Context: an optimization exercise on an open-source flow, tuned for small area and a short achievable clock period. The choices shown serve that exercise and are no tape-out recipe. Only simulation tests tie the RTL to the original design; equivalence was not proved. Power figures rest on the tool's default switching activity, not on a simulated workload.

==> flow/constraint.sdc <==
create_clock -name core_clock -period 5.5 [get_ports {clk}]
set_input_delay 1.1000 -clock core_clock [delete_from_list [all_inputs] [get_ports {clk}]]
set_output_delay 1.1000 -clock core_clock [all_outputs]
set_load 0.01 [all_outputs]
==> flow/run.sh <==
#!/bin/bash
# synth_recipe.tcl (not shown) runs the flow's synth.tcl, then flattens the netlist and writes it again
# the make line also repeats each setting of config.mk as NAME=value (left out here)
make -C /OpenROAD-flow-scripts/flow DESIGN_CONFIG=/design/flow/config.mk WORK_HOME=/design/flow/orfs CLKGATE_MAP_FILE= SYNTH_SCRIPT=/design/flow/synth_recipe.tcl finish
==> flow/design.v <==
package mips_id_pkg;
    typedef logic [31:0] word_t;       
    typedef logic [4:0]  reg_addr_t;
    typedef logic [15:0] imm16_t;
    typedef logic [25:0] jaddr_t;      
    typedef logic [2:0]  credit_t;
endpackage
`timescale 1ns/1ps
module id_control (
    input  logic [31:0] inst,
    output logic        zext,        
    output logic        is_jabs,     
    output logic        is_jreg,     
    output logic        is_link,     
    output logic        is_lui,
    output logic        is_slt,      
    output logic        cmp_imm,     
    output logic        cmp_signed,  
    output logic        is_uncond,   
    output logic        is_regimm,
    output logic        is_beq,
    output logic        is_bne,
    output logic        is_blez,
    output logic        is_bgtz
);
    logic [5:0] op;
    logic [5:0] fn;
    logic       special;
    assign op      = inst[31:26];
    assign fn      = inst[5:0];
    assign special = (op == 6'h00);
    assign zext       = (op == 6'h0c) || (op == 6'h0d) || (op == 6'h0e);
    assign is_jabs    = (op == 6'h02) || (op == 6'h03);
    assign is_jreg    = special && ((fn == 6'h08) || (fn == 6'h09));
    assign is_link    = (op == 6'h03) || (special && (fn == 6'h09));
    assign is_lui     = (op == 6'h0f);
    assign is_slt     = (special && ((fn == 6'h2a) || (fn == 6'h2b)))
                     || (op == 6'h0a) || (op == 6'h0b);
    assign cmp_imm    = (op == 6'h0a) || (op == 6'h0b);
    assign cmp_signed = special ? (fn == 6'h2a) : (op == 6'h0a);
    assign is_uncond  = is_jabs || is_jreg;
    assign is_regimm  = (op == 6'h01);
    assign is_beq     = (op == 6'h04);
    assign is_bne     = (op == 6'h05);
    assign is_blez    = (op == 6'h06);
    assign is_bgtz    = (op == 6'h07);
endmodule
`timescale 1ns/1ps
module rf_aoi222 (
    input  logic a1, a2, b1, b2, c1, c2,
    output logic y
);
    assign y = !((a1 & a2) | (b1 & b2) | (c1 & c2));
endmodule
module rf_nand4 (
    input  logic a, b, c, d,
    output logic y
);
    assign y = !(a & b & c & d);
endmodule
module rf_nand3 (
    input  logic a, b, c,
    output logic y
);
    assign y = !(a & b & c);
endmodule
module rf_nor3 (
    input  logic a, b, c,
    output logic y
);
    assign y = !(a | b | c);
endmodule
module rf_mux2i (
    input  logic s, a0, a1,
    output logic y
);
    assign y = !(s ? a1 : a0);
endmodule
module rf_nand2 (
    input  logic a, b,
    output logic y
);
    assign y = !(a & b);
endmodule
module rf_read_bit (
    input  logic [31:1] sel,
    input  logic [31:1] d,
    output logic        y_n
);
    logic [10:0] n;
    logic [2:0]  p;
    for (genvar k = 0; k < 10; k++) begin : g_aoi
        rf_aoi222 u (.a1(sel[3*k+1]), .a2(d[3*k+1]), .b1(sel[3*k+2]), .b2(d[3*k+2]),
                     .c1(sel[3*k+3]), .c2(d[3*k+3]), .y(n[k]));
    end
    rf_nand2 u_last (.a(sel[31]), .b(d[31]), .y(n[10]));
    rf_nand4 u_p0 (.a(n[0]), .b(n[1]), .c(n[2]), .d(n[3]), .y(p[0]));
    rf_nand4 u_p1 (.a(n[4]), .b(n[5]), .c(n[6]), .d(n[7]), .y(p[1]));
    rf_nand3 u_p2 (.a(n[8]), .b(n[9]), .c(n[10]), .y(p[2]));
    rf_nor3  u_y  (.a(p[0]), .b(p[1]), .c(p[2]), .y(y_n));
endmodule
module register_file (
    input  logic        clk,
    input  logic        arst_n,
    input  logic [4:0]  rs_addr,
    input  logic [4:0]  rt_addr,
    input  logic        wb_en,
    input  logic [4:0]  wb_addr,
    input  logic [31:0] wb_data,
    output logic [31:0] rs_val,
    output logic [31:0] rt_val
);
    logic [31:1]       valid;
    logic [31:0]       regs [1:31];
    logic [31:1]       we;
    logic [31:1]       rs_sel;
    logic [31:1]       rt_sel;
    logic              wr_en;
    logic              rs_hit;
    logic              rt_hit;
    logic [31:0]       wb_data_n;
    assign wr_en  = wb_en && (wb_addr != 5'd0);
    assign rs_hit = wr_en && (wb_addr == rs_addr);
    assign rt_hit = wr_en && (wb_addr == rt_addr);
    for (genvar i = 1; i < 32; i++) begin : g_reg
        assign we[i]     = wb_en && (wb_addr == 5'(i));
        assign rs_sel[i] = valid[i] && (rs_addr == 5'(i));
        assign rt_sel[i] = valid[i] && (rt_addr == 5'(i));
        always_ff @(posedge clk or negedge arst_n) begin
            if (!arst_n) valid[i] <= 1'b0;
            else if (we[i]) valid[i] <= 1'b1;
        end
        always_ff @(posedge clk) begin
            if (we[i]) regs[i] <= wb_data;
        end
    end
    assign wb_data_n = ~wb_data;
    for (genvar b = 0; b < 32; b++) begin : g_bit
        logic [31:1] d;
        logic        rs_n, rt_n;
        for (genvar i = 1; i < 32; i++) begin : g_d
            assign d[i] = regs[i][b];
        end
        rf_read_bit u_rs (.sel(rs_sel), .d(d), .y_n(rs_n));
        rf_read_bit u_rt (.sel(rt_sel), .d(d), .y_n(rt_n));
        rf_mux2i u_rs_byp (.s(rs_hit), .a0(rs_n), .a1(wb_data_n[b]), .y(rs_val[b]));
        rf_mux2i u_rt_byp (.s(rt_hit), .a0(rt_n), .a1(wb_data_n[b]), .y(rt_val[b]));
    end
endmodule
`timescale 1ns/1ps
module cmp_leaf (
    input  logic a, b,
    output logic l, g
);
    assign l = !a & b;
    assign g = a & !b;
endmodule
module cmp_pn (
    input  logic lh, gh, ll, gl,
    output logic ln, gn
);
    assign ln = !((lh | ll) & !gh);
    assign gn = !((gh | gl) & !lh);
endmodule
module cmp_np (
    input  logic lnh, gnh, lnl, gnl,
    output logic l, g
);
    assign l = !((lnh & lnl) | !gnh);
    assign g = !((gnh & gnl) | !lnh);
endmodule
module cmp_front (
    input  logic [31:0] a,
    input  logic [31:0] b,
    output logic [7:0]  l2,
    output logic [7:0]  g2
);
    logic [31:0] l0, g0;
    logic [15:0] ln1, gn1;
    for (genvar i = 0; i < 32; i++) begin : g_0
        cmp_leaf u (.a(a[i]), .b(b[i]), .l(l0[i]), .g(g0[i]));
    end
    for (genvar i = 0; i < 16; i++) begin : g_1
        cmp_pn u (.lh(l0[2*i+1]), .gh(g0[2*i+1]), .ll(l0[2*i]), .gl(g0[2*i]),
                  .ln(ln1[i]), .gn(gn1[i]));
    end
    for (genvar i = 0; i < 8; i++) begin : g_2
        cmp_np u (.lnh(ln1[2*i+1]), .gnh(gn1[2*i+1]), .lnl(ln1[2*i]), .gnl(gn1[2*i]),
                  .l(l2[i]), .g(g2[i]));
    end
endmodule
module cmp_back (
    input  logic [7:0] l2,
    input  logic [7:0] g2,
    output logic       lt,
    output logic       gt
);
    logic [3:0] ln3, gn3;
    logic [1:0] l4, g4;
    logic       ln5, gn5;
    for (genvar i = 0; i < 4; i++) begin : g_3
        cmp_pn u (.lh(l2[2*i+1]), .gh(g2[2*i+1]), .ll(l2[2*i]), .gl(g2[2*i]),
                  .ln(ln3[i]), .gn(gn3[i]));
    end
    for (genvar i = 0; i < 2; i++) begin : g_4
        cmp_np u (.lnh(ln3[2*i+1]), .gnh(gn3[2*i+1]), .lnl(ln3[2*i]), .gnl(gn3[2*i]),
                  .l(l4[i]), .g(g4[i]));
    end
    cmp_pn u_5 (.lh(l4[1]), .gh(g4[1]), .ll(l4[0]), .gl(g4[0]), .ln(ln5), .gn(gn5));
    assign lt = !ln5;
    assign gt = !gn5;
endmodule
module branch_unit (
    input  logic [31:0] rs_val,
    input  logic [31:0] rt_val,
    input  logic [15:0] imm,
    input  logic        cmp_imm,     
    input  logic        cmp_signed,
    output logic [7:0]  l2,
    output logic [7:0]  g2
);
    logic [31:0] cmp_b;
    assign cmp_b = cmp_imm ? {{16{imm[15]}}, imm} : rt_val;
    cmp_front cmp_i (
        .a({rs_val[31] ^ cmp_signed, rs_val[30:0]}), .b({cmp_b[31] ^ cmp_signed, cmp_b[30:0]}),
        .l2(l2), .g2(g2)
    );
endmodule
module branch_resolve (
    input  logic [31:0] rs_val,
    input  logic [7:0]  l2,
    input  logic [7:0]  g2,
    input  logic        is_uncond,
    input  logic        is_bltz,
    input  logic        is_bgez,
    input  logic        is_beq,
    input  logic        is_bne,
    input  logic        is_blez,
    input  logic        is_bgtz,
    output logic        lt,
    output logic        jump
);
    logic gt, eq, rs_zero, rs_neg;
    cmp_back cmp_i (.l2(l2), .g2(g2), .lt(lt), .gt(gt));
    assign eq      = !lt && !gt;
    assign rs_zero = ~|rs_val;
    assign rs_neg  = rs_val[31];
    assign jump = is_uncond
               || (is_bltz && rs_neg)
               || (is_bgez && !rs_neg)
               || (is_beq && eq)
               || (is_bne && !eq)
               || (is_blez && (rs_neg || rs_zero))
               || (is_bgtz && !rs_neg && !rs_zero);
endmodule
`timescale 1ns/1ps
module operand_unit (
    input  logic [31:0] inst,
    input  logic [31:0] pc4,
    input  logic        zext,
    input  logic        is_jabs,
    input  logic        is_link,
    input  logic        is_lui,
    output logic [31:0] target_pre,   
    output logic [31:0] do_pre        
);
    logic [31:0] imm_ext;
    logic [29:0] offset;
    logic [31:0] sum;
    assign imm_ext = {{16{inst[15] & !zext}}, inst[15:0]};
    assign offset  = is_link ? 30'd1 : imm_ext[29:0];
    assign sum     = pc4 + {offset, 2'b00};
    assign target_pre = is_jabs ? {pc4[31:28], inst[25:0], 2'b00} : sum;
    assign do_pre = is_link ? sum
                  : is_lui  ? {inst[15:0], 16'h0000}
                  : 32'd0;
endmodule
`timescale 1ns/1ps
module id_stage (
    input  logic        clk,
    input  logic        arst_n,
    input  logic        in_valid,
    input  logic        credit_return,
    input  logic [31:0] in_inst,
    input  logic [31:0] rs_val,
    input  logic [31:0] rt_val,
    input  logic [31:0] target,
    input  logic [31:0] do_val,
    input  logic        imm_hi,
    input  logic [7:0]  cmp_l,
    input  logic [7:0]  cmp_g,
    input  logic [7:0]  flags,
    output logic        in_ready,
    output logic        out_valid,
    output logic [31:0] inst_q,
    output logic [31:0] rs_q,
    output logic [31:0] rt_q,
    output logic [31:0] target_q,
    output logic [31:0] do_q,
    output logic        imm_hi_q,
    output logic [7:0]  cmp_l_q,
    output logic [7:0]  cmp_g_q,
    output logic [7:0]  flags_q
);
    logic [2:0] credits;
    logic       accept;
    logic       credit_inc;
    assign in_ready   = (credits != 3'd0);
    assign accept     = in_valid && in_ready;
    assign credit_inc = credit_return && (credits != 3'(4));
    always_ff @(posedge clk or negedge arst_n) begin
        if (!arst_n) begin
            credits <= 3'(4);
        end else begin
            case ({accept, credit_inc})
                2'b10:   credits <= credits - 3'd1;
                2'b01:   credits <= credits + 3'd1;
                default: credits <= credits;    
            endcase
        end
    end
    always_ff @(posedge clk or negedge arst_n) begin
        if (!arst_n) out_valid <= 1'b0;
        else         out_valid <= accept;
    end
    always_ff @(posedge clk) begin
        inst_q   <= in_inst;
        rs_q     <= rs_val;
        rt_q     <= rt_val;
        target_q <= target;
        do_q     <= do_val;
        imm_hi_q <= imm_hi;
        cmp_l_q  <= cmp_l;
        cmp_g_q  <= cmp_g;
        flags_q  <= flags;
    end
endmodule
`timescale 1ns/1ps
module mips_id_top (
    input  logic        clk,
    input  logic        arst_n,
    input  logic        in_valid,
    input  logic [31:0] in_inst,
    input  logic [31:0] in_pc4,
    input  logic        wb_en,
    input  logic [4:0]  wb_addr,
    input  logic [31:0] wb_data,
    input  logic        credit_return,
    output logic        in_ready,
    output logic        out_valid,
    output logic [31:0] out_inst,
    output logic [31:0] out_rs_val,
    output logic [31:0] out_rt_val,
    output logic [31:0] out_imm,
    output logic [31:0] out_do,
    output logic        out_jump,
    output logic [31:0] out_target
);
    logic [31:0] rs_val, rt_val;
    logic [31:0] target_pre, do_pre;
    logic [31:0] inst_q, rs_q, do_q;
    logic        zext, jabs, jreg, link, lui, slt, cmp_imm, cmp_signed, uncond;
    logic        regimm, beq, bne, blez, bgtz;
    logic [7:0]  cmp_l, cmp_g, cmp_l_q, cmp_g_q;
    logic [7:0]  flags, flags_q;
    logic        imm_hi_q;
    logic        lt;
    register_file register_file_i (
        .clk(clk), .arst_n(arst_n),
        .rs_addr(in_inst[25:21]), .rt_addr(in_inst[20:16]),
        .wb_en(wb_en), .wb_addr(wb_addr), .wb_data(wb_data),
        .rs_val(rs_val), .rt_val(rt_val)
    );
    id_control in_ctl_i (
        .inst(in_inst), .zext(zext), .is_jabs(jabs), .is_jreg(jreg), .is_link(link),
        .is_lui(lui), .is_slt(slt), .cmp_imm(cmp_imm), .cmp_signed(cmp_signed),
        .is_uncond(uncond), .is_regimm(regimm), .is_beq(beq), .is_bne(bne),
        .is_blez(blez), .is_bgtz(bgtz)
    );
    operand_unit operand_unit_i (
        .inst(in_inst), .pc4(in_pc4), .zext(zext), .is_jabs(jabs), .is_link(link),
        .is_lui(lui), .target_pre(target_pre), .do_pre(do_pre)
    );
    branch_unit branch_unit_i (
        .rs_val(rs_val), .rt_val(rt_val), .imm(in_inst[15:0]), .cmp_imm(cmp_imm),
        .cmp_signed(cmp_signed), .l2(cmp_l), .g2(cmp_g)
    );
    assign flags = {slt, uncond, regimm && !in_inst[16], regimm && in_inst[16],
                    beq, bne, blez, bgtz};
    id_stage id_stage_i (
        .clk(clk), .arst_n(arst_n), .in_valid(in_valid), .credit_return(credit_return),
        .in_inst(in_inst), .rs_val(rs_val), .rt_val(rt_val),
        .target(jreg ? rs_val : target_pre), .do_val(do_pre),
        .imm_hi(in_inst[15] & !zext), .cmp_l(cmp_l), .cmp_g(cmp_g), .flags(flags),
        .in_ready(in_ready), .out_valid(out_valid), .inst_q(inst_q),
        .rs_q(rs_q), .rt_q(out_rt_val), .target_q(out_target), .do_q(do_q),
        .imm_hi_q(imm_hi_q), .cmp_l_q(cmp_l_q), .cmp_g_q(cmp_g_q), .flags_q(flags_q)
    );
    branch_resolve branch_resolve_i (
        .rs_val(rs_q), .l2(cmp_l_q), .g2(cmp_g_q), .is_uncond(flags_q[6]),
        .is_bltz(flags_q[5]), .is_bgez(flags_q[4]), .is_beq(flags_q[3]), .is_bne(flags_q[2]),
        .is_blez(flags_q[1]), .is_bgtz(flags_q[0]), .lt(lt), .jump(out_jump)
    );
    assign out_inst   = inst_q;
    assign out_rs_val = rs_q;
    assign out_imm    = {{16{imm_hi_q}}, inst_q[15:0]};
    assign out_do     = {do_q[31:1], do_q[0] | (flags_q[7] & lt)};
endmodule
==> flow/config.mk <==
export PLATFORM = sky130hd
export DESIGN_NAME = mips_id_top
export DESIGN_NICKNAME = mips_id_top
export VERILOG_FILES = /design/flow/design.v
export SDC_FILE = /design/flow/constraint.sdc
export NUM_CORES = 4
export LEC_CHECK = 0
export CAP_MARGIN = 20
export CORE_MARGIN = 2
export CORE_UTILIZATION = 35
export SETUP_SLACK_MARGIN = 2.0
export SLEW_MARGIN = 20
export SYNTH_HIERARCHICAL = 1
==> impl_metrics.json <==
{
  "rsz0062_at_grt": "yes",
  "worst_r2r_path_depth": 12,
  "ff2ff_setup_slack_ns": 2.28,
  "grt_pass1_wl_um": 287000,
  "row_count": 138,
  "power_frac_seq_pct": 46.5,
  "grt_pass1_vias": 37600,
  "die_h_um": 381,
  "async_reset_ff_share_pct": 2.89,
  "grt_max_degree": 36,
  "pwr-share-clk_pct": 39.5,
  "layout_min_cycle_time_ns": 3.92,
  "start_util_pct": 35.2,
  "synth.net_count": 3264,
  "yosysTopAreaCell": "edfxtp_1",
  "final_common_cell": "edfxtp_1",
  "power.density_nw_per_um2": 352,
  "setup_viol": 0,
  "critPathRequiredTime_ns": 4.40,
  "nNetsFinal": 4060,
  "grtUsageTotal_pct": 28.0,
  "syn_avg_cell_area_um2": 15.9,
  "post-route-period-util_pct": 71.3,
  "grt_antenna_before_repair": 17,
  "n_fill_cell": 12500,
  "synth_edf_count": 992,
  "drv_slew": 0,
  "clkSinkCount": 1212,
  "rr_endpoint": "id_stage_i.cmp_g_q[3]",
  "numPortBuffers": 300,
  "placed_cells": 5570,
  "insertion_delay_ns": 0.79,
  "synth.top_cell.area_share_pct": 59.9,
  "overflow": 0,
  "hold_class": "primary input to asynchronous set/reset pin",
  "yosys_warnings": 9,
  "drt_iter0_markers": 9904,
  "synthToLayoutAreaGrowth_pct": 29.4,
  "outcome": "finished clean",
  "synth_mux_area_share_pct": 3.20,
  "cts_tree": "built",
  "clkTransAtPathRegs_ns": 0.06,
  "maxCapViolCount": 0,
  "fin_tns_setup_ns": 0,
  "p_sw_share_pct": 25.3,
  "drc_errors": 0,
  "finalHoldViolations": 0,
  "ioPinCount": 301,
  "synth-xor-area-share_pct": 0.652,
  "leakage_nw": 22.0,
  "cts_root_buf": "clkbuf_16",
  "ir_drop_v": 0.000244,
  "finClkSkew_ns": 0.0382,
  "synthFlopType": "edfxtp_1",
  "synth-simple-area-share_pct": 9.11,
  "worst_ep_arrival_time_ns": 2.82,
  "ys_ff_latch": 1212,
  "pwr-share-comb_pct": 14.0,
  "clock_path_buffers": 3,
  "core_area_um2": 141000,
  "synthTopCellsByArea": "edfxtp_1, a222oi_1, dfxtp_1",
  "gr-usage-met1_pct": 35.7,
  "die_w_um": 381,
  "routedWlPerCell_um": 36.1,
  "grtUsageMet3_pct": 10.0,
  "vias_per_cell": 6.69,
  "tightestPinTransition_ns": 0.955,
  "p_int_mw": 16.9,
  "cts_made_buffers": 131,
  "final_cell_mix": "edfxtp_1, a222oi_1, buf_4, clkdlybuf4s50_1, dfxtp_1",
  "p_sw_mw": 5.74,
  "max_freq_ghz": 0.255,
  "dp_hpwl_um": 136000,
  "netlist_area_um2": 49700,
  "dr_total_vias": 39700,
  "synthCells": 3126,
  "fp.dieArea_um2": 145000,
  "maxSlewHeadroom_pct": 36.2,
  "firstDrtPassIters": 14,
  "synth_fa_ha_area_share_pct": 0.836,
  "yosysUniqueCellTypes": 78,
  "synth.yosys.seq_area_share_pct": 69.1,
  "grt.met2_usage_pct": 42.2,
  "wirelength_um": 214000,
  "drive_gt1_share_pct": 26.7,
  "fin_cells": 5927,
  "cp-start-kind": "register",
  "cts_max_level": 4,
  "antenna_left": 0,
  "path_class": "register to primary output",
  "cp_max_fo": 2,
  "rr_startpoint": "register_file_i.valid[18]",
  "synth_top_family_by_area": "compound AO/OA/AOI/OAI gates",
  "synth_compound_area_share_pct": 15.6,
  "grt.busiest_layer": "met2",
  "cp-end-kind": "primary output",
  "place.gp.congestion": 0.972
}
[layout make-up]
type / instances / area, µm² / area share, %
inverter: 64 / 240 / 0.373
timing repair buffer: 729 / 6980 / 10.8
antenna: 8 / 20.0 / 0.0311
multi-input combinational: 1784 / 16000 / 24.9
clock buffer: 174 / 3670 / 5.70
sequential: 1212 / 34400 / 53.4
clock inverter: 66 / 677 / 1.05
tap: 1890 / 2360 / 3.67
[critical path: stages, from the launching register on]
cell and delay [ns]:
dfxtp_2 0.33, o21bai_4 0.18, a21boi_4 0.23, buf_6 0.17
o21bai_4 0.14, inv_2 0.07, nor2_4 0.13, mux2_4 0.35
nor4_4 0.15, mux2i_2 0.12, buf_2 0.16
[logic make-up after synthesis]
logic type	after synthesis
flops	1212
compound gates	835
simple gates	743
mux	134
buf+inv	133
xor+xnor	37
fa+ha+maj	32
[through the flow]
stage	util, %	power (mW)	hold slack [ns]	area, µm²	setup WS, ns
final	45.6	22.7	0.456	64400	1.58
after global routing	45.5	23.2	0.499	64300	1.49
after CTS	44.9	22.5	0.429	63400	1.57
after detailed placement	41.0	13.4	0.460	57900	0.154
after global placement	41.0	13.4	0.461	57900	0.0953
after floorplan	-	11.9	0.439	50100	1.24
[sequential cells by signal, summed over array words and instances (netlist names)]
name / cells
register_file_i.valid: 31
id_stage_i.cmp_g_q: 8
id_stage_i.credits: 3
id_stage_i.flags_q: 8
register_file_i.regs: 992
id_stage_i.out_valid: 1
id_stage_i.target_q: 32
id_stage_i.inst_q: 32
id_stage_i.cmp_l_q: 8
id_stage_i.do_q: 32
id_stage_i.imm_hi_q: 1
id_stage_i.rs_q: 32
id_stage_i.rt_q: 32
[power groups by stage]
stage                     Combinational [mW]  Clock, mW  Sequential [mW]
after floorplan                         1.18          0             10.7
after global placement                  2.71          0             10.7
after detailed placement                2.72          0             10.7
after CTS                               2.96       9.01             10.5
after global routing                    3.29       9.39             10.6
final                                   3.17       8.96             10.5
[routing by layer]
layer,vias up,share of wire [%]
li1,15600,-
met1,19700,35
met2,3704,44
met3,658,16
met4,16,5.2
met5,-,0.045
[how the worst max path moves through the flow]
stage,start,to,slack [ns],cells past startpoint
floorplan,in_inst[26],id_stage_i.target_q[28],1.24,16
global route,in_inst[4],id_stage_i.target_q[27],1.49,20
detailed placement,in_inst[26],id_stage_i.target_q[27],0.15,17
finish,id_stage_i.cmp_l_q[6],out_jump,1.58,10
CTS,id_stage_i.cmp_l_q[7],out_jump,1.57,10
global placement,in_inst[26],id_stage_i.target_q[27],0.1,17
[synthesized netlist by cell type (33+ instances only)]
library cell and instances:
edfxtp_1 992, a222oi_1 640, dfxtp_1 185, nand4_1 140, nand2_1 119, nand3_1 72
and3_1 67, mux2i_1 67, nor2b_1 65, nor3_2 64, nor2_1 63, inv_1 61
o21bai_1 45, mux2_4 44, dfrtp_1 34, buf_4 33
[what timing repair did]
item,CTS,global route
endpoints found under the setup margin,107,54
hold buffers,0,0
gates resized for setup,278,135
cloned,5,2
pin swaps,106,108
setup buffers,44,58
[Yosys stat by module (local to each module, per instance), a selection]
module / flops+latches / cell area (µm²)
register_file: 1023 / 31800
rf_nor3: 0 / 10.0
rf_mux2i: 0 / 10.0
cmp_np: 0 / 15.0
cmp_pn: 0 / 15.0
operand_unit: 0 / 2360
rf_nand2: 0 / 3.75
id_stage: 189 / 3920
rf_aoi222: 0 / 10.0
id_control: 0 / 213
branch_resolve: 0 / 123
rf_nand3: 0 / 5.00
branch_unit: 0 / 444
mips_id_top: 0 / 811
rf_nand4: 0 / 6.26
cmp_leaf: 0 / 15.0

static timing again, ports no longer ideal:
No port has a modelled driver above. Below, the same layout with a new extraction and two added sets of constraints.
Step 1 assumes that a clkbuf_16 drives the clock port and a buf_2 every other input.
Step 2 times the ports against the registers' clock, not the clock port: input delays grow and output delays shrink by t, the midpoint of the rising clock arrivals with the driver on.
Three values: ideal, step 1, step 2; two values: the first two.
shift t [ns]: 0.851
slack for setup (ns): 1.577 / 1.498 / 0.810
hold WS [ns]: 0.456 / 0.432 / 0.489
After both steps setup and hold are still met in this run. The setup slack of this run moves by -0.079 ns with the drivers and by -0.767 ns with both steps.
